What follows belongs to an exercise in optimizing a design on an open flow for small area, a short achievable clock period and few clock cycles per item; a production flow would make more cautious choices. RTL that was checked went through simulation tests only; none was proved equivalent to the original.

Design marked_cell_distance, start of the top module:
module marked_cell_distance #(
    parameter int MAX_COLS = 1024,
    parameter int MAX_ROWS = 1024
) (
    input  logic                        aclk,
    input  logic                        aresetn,
    input  logic                        s_tvalid,
    output logic                        s_tready,
    input  logic [7:0]                  s_tdata,    
    output logic                        m_tvalid,
    input  logic                        m_tready,
    output logic [15:0]                 m_tdata,    
    output logic [0:0]                  m_tuser,    
    input  logic                        cfg_wen,
    input  logic                        cfg_index,
    input  logic [mcd_pkg::PT_W-1:0]    cfg_data
);
Size: ~3,200 cells after synthesis, about 630 flip-flops, about 44 I/O pins, ~33,000 um2 of cells after synthesis.
make LEC_CHECK=0 ABC_CLOCK_PERIOD_IN_PS=2500 CAP_MARGIN=20 CORE_MARGIN=2 CORE_UTILIZATION=40 SETUP_SLACK_MARGIN=3.6 SLEW_MARGIN=20 finish   # period 6.5 ns
run.sh (not shown) runs the stock make flow with config.mk's settings and CLKGATE_MAP_FILE= SYNTH_SCRIPT=/design/flow/synth_recipe.tcl, a recipe that flattens the netlist after the stock synthesis.
Edit:
Settings changed: SETUP_SLACK_MARGIN 3.6 to 4.0.
Die area is unchanged.
First-iteration DRC count went down by 0.70%.
Cell count rises by 2.0%.
Edit:
Settings changed: SETUP_SLACK_MARGIN 4.0 to 3.8.
The new run went through all stages and came out clean; die area stays the same; via count came out lower by 2.5%; sequential share of layout area came out higher by 1.1 points; non-clock buffer count came out lower by 53; fmax barely changes; clock skew came out higher by 0.017 ns; flip-flop and latch count stays the same; global-route usage came out lower by 0.26 points; design area came out lower by 4.0%.
Function was not checked in any run of this note: the RTL went through the layout flow alone.

* * *

run A:
marked_cell_distance, a different RTL version from the one above (not shown whole).
For scale: about 3,300 cells after synthesis, ~600 flip-flops, about 33,000 sq um of cells after synthesis.
clock: 6.5 ns
lec_check: 0
abc_clock_period_in_ps: 2500
cap_margin: 20
core_margin: 2
core_utilization: 40
cts_cluster_diameter: 80
cts_cluster_size: 30
setup_slack_margin: 3.8
slew_margin: 20
Testbench counts of run A, summed over its fixed seeds: cycles 32,176, items 32,000.
Input changes introduced in run B (baseline for comparison: run A):
Settings: a deleted CTS_CLUSTER_DIAMETER that had been 80; a deleted CTS_CLUSTER_SIZE that had been 30; a change of ABC_CLOCK_PERIOD_IN_PS from 2500 to 3200.
Notes after the runs:
Run A and run B ended up with roughly the same worst hold slack.
In the reports for run B and run A, the larger post-route worst setup slack belongs to run A.
Run A → run B: cell area rose by about 3%.
Global routing usage on met2 of run B is on par with run A.
The inputs of run C differ from those of run B as listed below.
Settings: ABC_CLOCK_PERIOD_IN_PS changed from 3200 to 2500; CTS_CLUSTER_DIAMETER newly set to 60; CTS_CLUSTER_SIZE newly set to 24.
## What came out
Run B has a higher core utilization than run C.
Per the comparison of run C with run B, final worst hold slack went up by 5.1 ps; wire length went down by 0.69%.
What run D does differently from run C at the input level:
Settings: a change of CTS_CLUSTER_SIZE from 24 to 30; a change of SETUP_SLACK_MARGIN from 3.8 to 3.9.
Notes after the runs:
~same total number of multi-input combinational cells in run C and run D
Setup slack: run D more than run C
Per the comparison of run D with run C, layout buffer count excluding clock buffers went up 56; worst hold slack across all endpoints went down 27 ps.
Summary of the comparison: sequential cell area share is lower in run D, relative to run C.
First-iteration DRC count: run C and run D compared, lower one is run D
Max time the worst path needs with I/O delays and setup across run C and run D: run C
met3 global-route usage of run C is on par with run D.

* * *

Starting RTL as in the previous note.
// marked_cell_distance
module marked_cell_distance #(
    parameter int MAX_COLS = 1024,
    parameter int MAX_ROWS = 1024
) (
    input  logic                        aclk,
    input  logic                        aresetn,
    input  logic                        s_tvalid,
    output logic                        s_tready,
    input  logic [7:0]                  s_tdata,    
    output logic                        m_tvalid,
    input  logic                        m_tready,
    output logic [15:0]                 m_tdata,    
    output logic [0:0]                  m_tuser,    
    input  logic                        cfg_wen,
    input  logic                        cfg_index,
    input  logic [mcd_pkg::PT_W-1:0]    cfg_data
);
make LEC_CHECK=0 ABC_CLOCK_PERIOD_IN_PS=2500 CAP_MARGIN=20 CORE_MARGIN=2 CORE_UTILIZATION=40 CTS_CLUSTER_DIAMETER=60 CTS_CLUSTER_SIZE=30 GPL_ROUTABILITY_DRIVEN=0 SETUP_SLACK_MARGIN=3.8 SLEW_MARGIN=20 finish   # period 6.5 ns
The baseline finished clean.
Testbench counts at the start, summed over its fixed seeds: cycles 32,176, items 32,000.
Edit:
Settings changed: CTS_CLUSTER_DIAMETER 60 to default, CTS_CLUSTER_SIZE 30 to default, GPL_ROUTABILITY_DRIVEN 0 to default.
Cell count rose by 0.42%.
Count of clock-buffer cells in the layout rose by 38.
Design area rose by 1.2%.
Non-clock buffer count fell by 17.
Edit:
Settings changed: SETUP_SLACK_MARGIN 3.8 to 3.9.
=>
- The changed run completed with no timing, DRC or antenna violations
- non-clock buffer count rises by 59
- setup slack gains 0.029 ns
- via count goes up by 1.8%
- worst hold slack stays flat
- final area came out higher by 2.5%
- routed wire length came out higher by about 3%
- clock-buffer cell count came out lower by 1
- die area does not change
- synthesized area stays the same
Edit:
Settings changed: CTS_CLUSTER_DIAMETER from default to 60, CTS_CLUSTER_SIZE from default to 30, PLACE_DENSITY from default to 0.75, SETUP_SLACK_MARGIN 3.9 to 3.8.
The new run passed the timing, design-rule and antenna checks.
Register-to-register slack stays flat.
Die area is unchanged.

* * *

before:
marked_cell_distance, a different RTL version from the one above (not shown whole).
Size in the first run: ~4800 cells after synthesis, ~630 flip-flops, roughly 44 I/O pins, about 38000 sq um of cells after synthesis.
clock: 6.5 ns
lec_check: 0
abc_area: 1
abc_clock_period_in_ps: 2500
cap_margin: 20
core_margin: 2
core_utilization: 40
setup_slack_margin: 3.8
slew_margin: 20
tns_end_percent: 5
Testbench counts of before, summed over its fixed seeds: cycles 32,247, items 32,000.
For after, these inputs were changed with respect to before:
-- flow/config.mk --
<<< before, line 7
export LEC_CHECK = 0
export ABC_AREA = 1
export ABC_CLOCK_PERIOD_IN_PS = 2500
>>> after, line 7
export LEC_CHECK = 0
export ABC_CLOCK_PERIOD_IN_PS = 2500
Notes after the runs:
Initial core utilization: after vs before — no meaningful difference. For after, the commonest non-fill, non-tap cell in the layout was dfxtp_1, unlike before, where it was nand2_1. Final critical path time including I/O delays and setup is higher on after. For before, the launch point of the critical path was m_tready, unlike after, where it was s_tdata[6]. Comparing after and before, the higher portion of the clock cycle consumed by the worst path in the final layout was measured on after. Going from before to after, adder and majority cell fraction of the synthesized area grows by 1.8 points.

* * *

Setup of the baseline:
marked_cell_distance, a different RTL version from the one above (not shown whole).
For scale: about 3300 cells after synthesis, roughly 600 flip-flops, roughly 44 I/O pins, roughly 33000 sq um of cells after synthesis.
Settings: LEC_CHECK=0, ABC_CLOCK_PERIOD_IN_PS=2500, CAP_MARGIN=20, CORE_MARGIN=2, CORE_UTILIZATION=40, SETUP_SLACK_MARGIN=3.8, SLEW_MARGIN=20, TNS_END_PERCENT=5; clock period 6.5 ns.
The baseline completed end to end with timing, DRC and antenna clean.
### the baseline -> the candidate
- removing TNS_END_PERCENT (formerly 5)
==> summary.txt <==
- On the candidate: length of the first detailed-routing pass in iterations is 1 higher than what the baseline gave.
- The candidate | stages: all done | timing, DRC, antenna: all pass
- [compare] base=the baseline new=the candidate: final area +about 2.5%; cell count +44.
- From the baseline to the candidate the numbers moved as follows: global-route wire length before repair now sits higher, routed via count went up 242, total met2 wirelength after detailed routing rose by 980 um, fraction of layout cells with a size suffix above 1 went up.
Function was not checked in any run of this note: the RTL went through the layout flow alone.

* * *

== maple ==
marked_cell_distance with an RTL version that a note above also has.
Size in the first run: ~600 flip-flops, about 44 I/O pins.
make LEC_CHECK=0 ABC_CLOCK_PERIOD_IN_PS=2500 CAP_MARGIN=20 CORE_MARGIN=2 CORE_UTILIZATION=40 CTS_CLUSTER_DIAMETER=60 CTS_CLUSTER_SIZE=30 SETUP_SLACK_MARGIN=3.85 SLEW_MARGIN=20 finish   # period 6.5 ns
Testbench counts of maple, summed over its fixed seeds: cycles 32,176, items 32,000.
Inputs modified between maple and cedar:
# maple
export LEC_CHECK = 0
export ABC_CLOCK_PERIOD_IN_PS = 2500
export CAP_MARGIN = 20
export CORE_MARGIN = 2
export CORE_UTILIZATION = 40
export CTS_CLUSTER_DIAMETER = 60
export CTS_CLUSTER_SIZE = 30
export SETUP_SLACK_MARGIN = 3.85
export SLEW_MARGIN = 20
create_clock -name core_clock -period 6.5 [get_ports {aclk}]
# cedar
export LEC_CHECK = 0
export ABC_CLOCK_PERIOD_IN_PS = 2500
export CAP_MARGIN = 20
export CORE_MARGIN = 2
export CORE_UTILIZATION = 40
export CTS_CLUSTER_DIAMETER = 70
export CTS_CLUSTER_SIZE = 30
export SETUP_SLACK_MARGIN = 3.85
export SLEW_MARGIN = 20
create_clock -name core_clock -period 6.5 [get_ports {aclk}]
--- outcome ---
Going from maple to cedar, total vias in the final route dropped 98, routed wire length moved down, final worst-path cycle share now sits higher, global-route usage held, post-CTS setup-driven buffer insertion count has increased. maple and cedar all finish clean.
Edits applied to the flow inputs when going from cedar to indigo:
# cedar
export LEC_CHECK = 0
export ABC_CLOCK_PERIOD_IN_PS = 2500
export CAP_MARGIN = 20
export CORE_MARGIN = 2
export CORE_UTILIZATION = 40
export CTS_CLUSTER_DIAMETER = 70
export CTS_CLUSTER_SIZE = 30
export SETUP_SLACK_MARGIN = 3.85
export SLEW_MARGIN = 20
create_clock -name core_clock -period 6.5 [get_ports {aclk}]
# indigo
export LEC_CHECK = 0
export ABC_CLOCK_PERIOD_IN_PS = 2500
export CAP_MARGIN = 20
export CORE_MARGIN = 2
export CORE_UTILIZATION = 40
export CTS_CLUSTER_DIAMETER = 60
export CTS_CLUSTER_SIZE = 30
export SETUP_SLACK_MARGIN = 3.8
export SLEW_MARGIN = 20
create_clock -name core_clock -period 6.5 [get_ports {aclk}]
Results
indigo -> cedar: post-detailed-placement half-perimeter wirelength flat
cedar and indigo ended up with roughly the same wire length.
From cedar to indigo the numbers moved as follows: mux cell area share after synthesis ~0 delta, met1 layer wirelength in the final routing ~0 delta, final antenna-violating net count ~0 delta, total track usage -0.20 points.
The number of global-route vias before repair on indigo is in line with that on cedar.
As far as final critical delay including setup and external delays is concerned, cedar and indigo perform about the same.
cedar has lower area added between synthesis and finish than indigo.
Upper clock frequency limit: indigo vs cedar — no meaningful difference
In terms of utilization after layout, cedar and indigo differ only marginally.

* * *

== red ==
RTL: one of the versions met above, not the one the previous note started from.
Size in the first run: ~3,400 cells after synthesis, roughly 630 flip-flops, ~44 I/O pins, ~34,000 µm² of cells after synthesis.
make LEC_CHECK=0 ABC_CLOCK_PERIOD_IN_PS=2500 CAP_MARGIN=20 CORE_MARGIN=2 CORE_UTILIZATION=40 CTS_BUF_LIST='sky130_fd_sc_hd__clkbuf_4 sky130_fd_sc_hd__clkbuf_8' SETUP_SLACK_MARGIN=3.8 SLEW_MARGIN=20 finish   # period 6.5 ns
The flow did not stop early for red: all stages ran, and the layout cleared the timing, design-rule and antenna checks.
Testbench counts of red, summed over its fixed seeds: cycles 32,247, items 32,000.
Setup changes, red to blue
Settings: a deleted CTS_BUF_LIST that had been sky130_fd_sc_hd__clkbuf_4 sky130_fd_sc_hd__clkbuf_8.
Results
Delta (blue minus red): sequential share of layout area roughly the same, met3 track utilization from global routing lower, met3 wirelength from detailed routing lower.
blue — part of the cycle the worst path needs 0.31 points lower, red as reference
Lower register-to-register slack goes to red over blue.
blue reports a lower worst endpoint required time than red does.

* * *

Setup of main:
marked_cell_distance with an RTL version that a note above also has.
Size: roughly 3,300 cells after synthesis, about 600 flip-flops.
Design marked_cell_distance, start of the top module:
module marked_cell_distance #(
    parameter int MAX_COLS = 1024,
    parameter int MAX_ROWS = 1024
) (
    input  logic                        aclk,
    input  logic                        aresetn,
    input  logic                        s_tvalid,
    output logic                        s_tready,
    input  logic [7:0]                  s_tdata,    
    output logic                        m_tvalid,
    input  logic                        m_tready,
    output logic [15:0]                 m_tdata,    
    output logic [0:0]                  m_tuser,    
    input  logic                        cfg_wen,
    input  logic                        cfg_index,
    input  logic [mcd_pkg::PT_W-1:0]    cfg_data
);
export LEC_CHECK = 0
export ABC_CLOCK_PERIOD_IN_PS = 2500
export CAP_MARGIN = 20
export CORE_MARGIN = 2
export CORE_UTILIZATION = 40
export CTS_CLUSTER_DIAMETER = 60
export CTS_CLUSTER_SIZE = 30
export SETUP_SLACK_MARGIN = 3.75
export SLEW_MARGIN = 20
create_clock -name core_clock -period 6.5 [get_ports {aclk}]
main | stages: all done | timing, DRC, antenna: all pass
Testbench counts of main, summed over its fixed seeds: cycles 32,176, items 32,000.
> inputs changed (main -> the feature branch)
Settings: CAP_MARGIN now 10, was 20; CTS_CLUSTER_DIAMETER now 80, was 60; SETUP_SLACK_MARGIN now 3.8, was 3.75; SLEW_MARGIN now 10, was 20.
==> summary.txt <==
Core utilization down 0.54 points in the feature branch wrt main. Against main, the feature branch reports a logic depth of the worst path, buffers included that is higher. Taking main as the reference, in the feature branch longest individual stage delay on the worst path saw a decrease; setup slack after layout now sits higher.

[what the ideal ports hide]
How much do the figures lean on ideal ports? The routed layouts below were timed once more, with nothing changed but the port constraints.
Step 1 (the two cells are an assumption about what drives the block):
set clk [get_ports {aclk}]
set_driving_cell -lib_cell sky130_fd_sc_hd__clkbuf_16 $clk
set_driving_cell -lib_cell sky130_fd_sc_hd__buf_2 [delete_from_list [all_inputs] $clk]
Step 2, shift: input delay + t, output delay - t, t = (earliest + latest rising clock arrival at the registers) / 2. This alone moves slack from input paths to output paths.
Slacks: ideal ports / drivers / drivers and shift; pairs: ideal ports / drivers.
| run | shift t [ns] | slack for setup (ns) | hold WS [ns] |
|---|---|---|---|
| the first run of note 1 | 0.666 | 3.659 / 3.640 / 3.065 | 0.307 / 0.307 / 0.307 |
| the second run of note 1 | 0.663 | 3.808 / 3.808 / 3.298 | 0.316 / 0.316 / 0.316 |
| the third run of note 1 | 0.670 | 3.813 / 3.802 / 3.170 | 0.307 / 0.307 / 0.307 |
| run A | 0.704 | 3.826 / 3.778 / 3.206 | 0.310 / 0.310 / 0.310 |
| run B | 0.670 | 3.792 / 3.792 / 3.275 | 0.308 / 0.308 / 0.308 |
| run C | 0.659 | 3.810 / 3.810 / 3.300 | 0.313 / 0.313 / 0.313 |
| run D | 0.670 | 3.844 / 3.844 / 3.387 | 0.286 / 0.286 / 0.286 |
| the first run of note 3 | 0.659 | 3.845 / 3.834 / 3.283 | 0.308 / 0.308 / 0.308 |
| the second run of note 3 | 0.670 | 3.792 / 3.792 / 3.275 | 0.308 / 0.308 / 0.308 |
| the third run of note 3 | 0.667 | 3.821 / 3.821 / 3.372 | 0.306 / 0.306 / 0.306 |
| the fourth run of note 3 | 0.647 | 3.814 / 3.777 / 3.278 | 0.297 / 0.297 / 0.297 |
| before | 0.674 | 3.689 / 3.627 / 3.064 | 0.306 / 0.306 / 0.306 |
| after | 0.661 | 3.579 / 3.561 / 2.962 | 0.311 / 0.311 / 0.311 |
| the baseline | 0.661 | 3.513 / 3.513 / 2.958 | 0.312 / 0.312 / 0.312 |
| the candidate | 0.655 | 3.570 / 3.570 / 3.287 | 0.314 / 0.314 / 0.314 |
| maple | 0.658 | 3.869 / 3.854 / 3.315 | 0.328 / 0.328 / 0.328 |
| cedar | 0.647 | 3.846 / 3.846 / 3.356 | 0.317 / 0.317 / 0.317 |
| indigo | 0.659 | 3.845 / 3.834 / 3.283 | 0.308 / 0.308 / 0.308 |
| red | 0.764 | 3.829 / 3.824 / 3.225 | 0.315 / 0.315 / 0.315 |
| blue | 0.672 | 3.849 / 3.848 / 3.291 | 0.313 / 0.313 / 0.313 |
| main | 0.666 | 3.792 / 3.792 / 3.187 | 0.321 / 0.321 / 0.321 |
| the feature branch | 0.704 | 3.823 / 3.778 / 3.203 | 0.310 / 0.310 / 0.310 |
After both steps setup and hold are still met in every run listed. The setup slack of the third run of note 1, which loses most, moves by -0.011 ns with the drivers and by -0.643 ns with both steps.
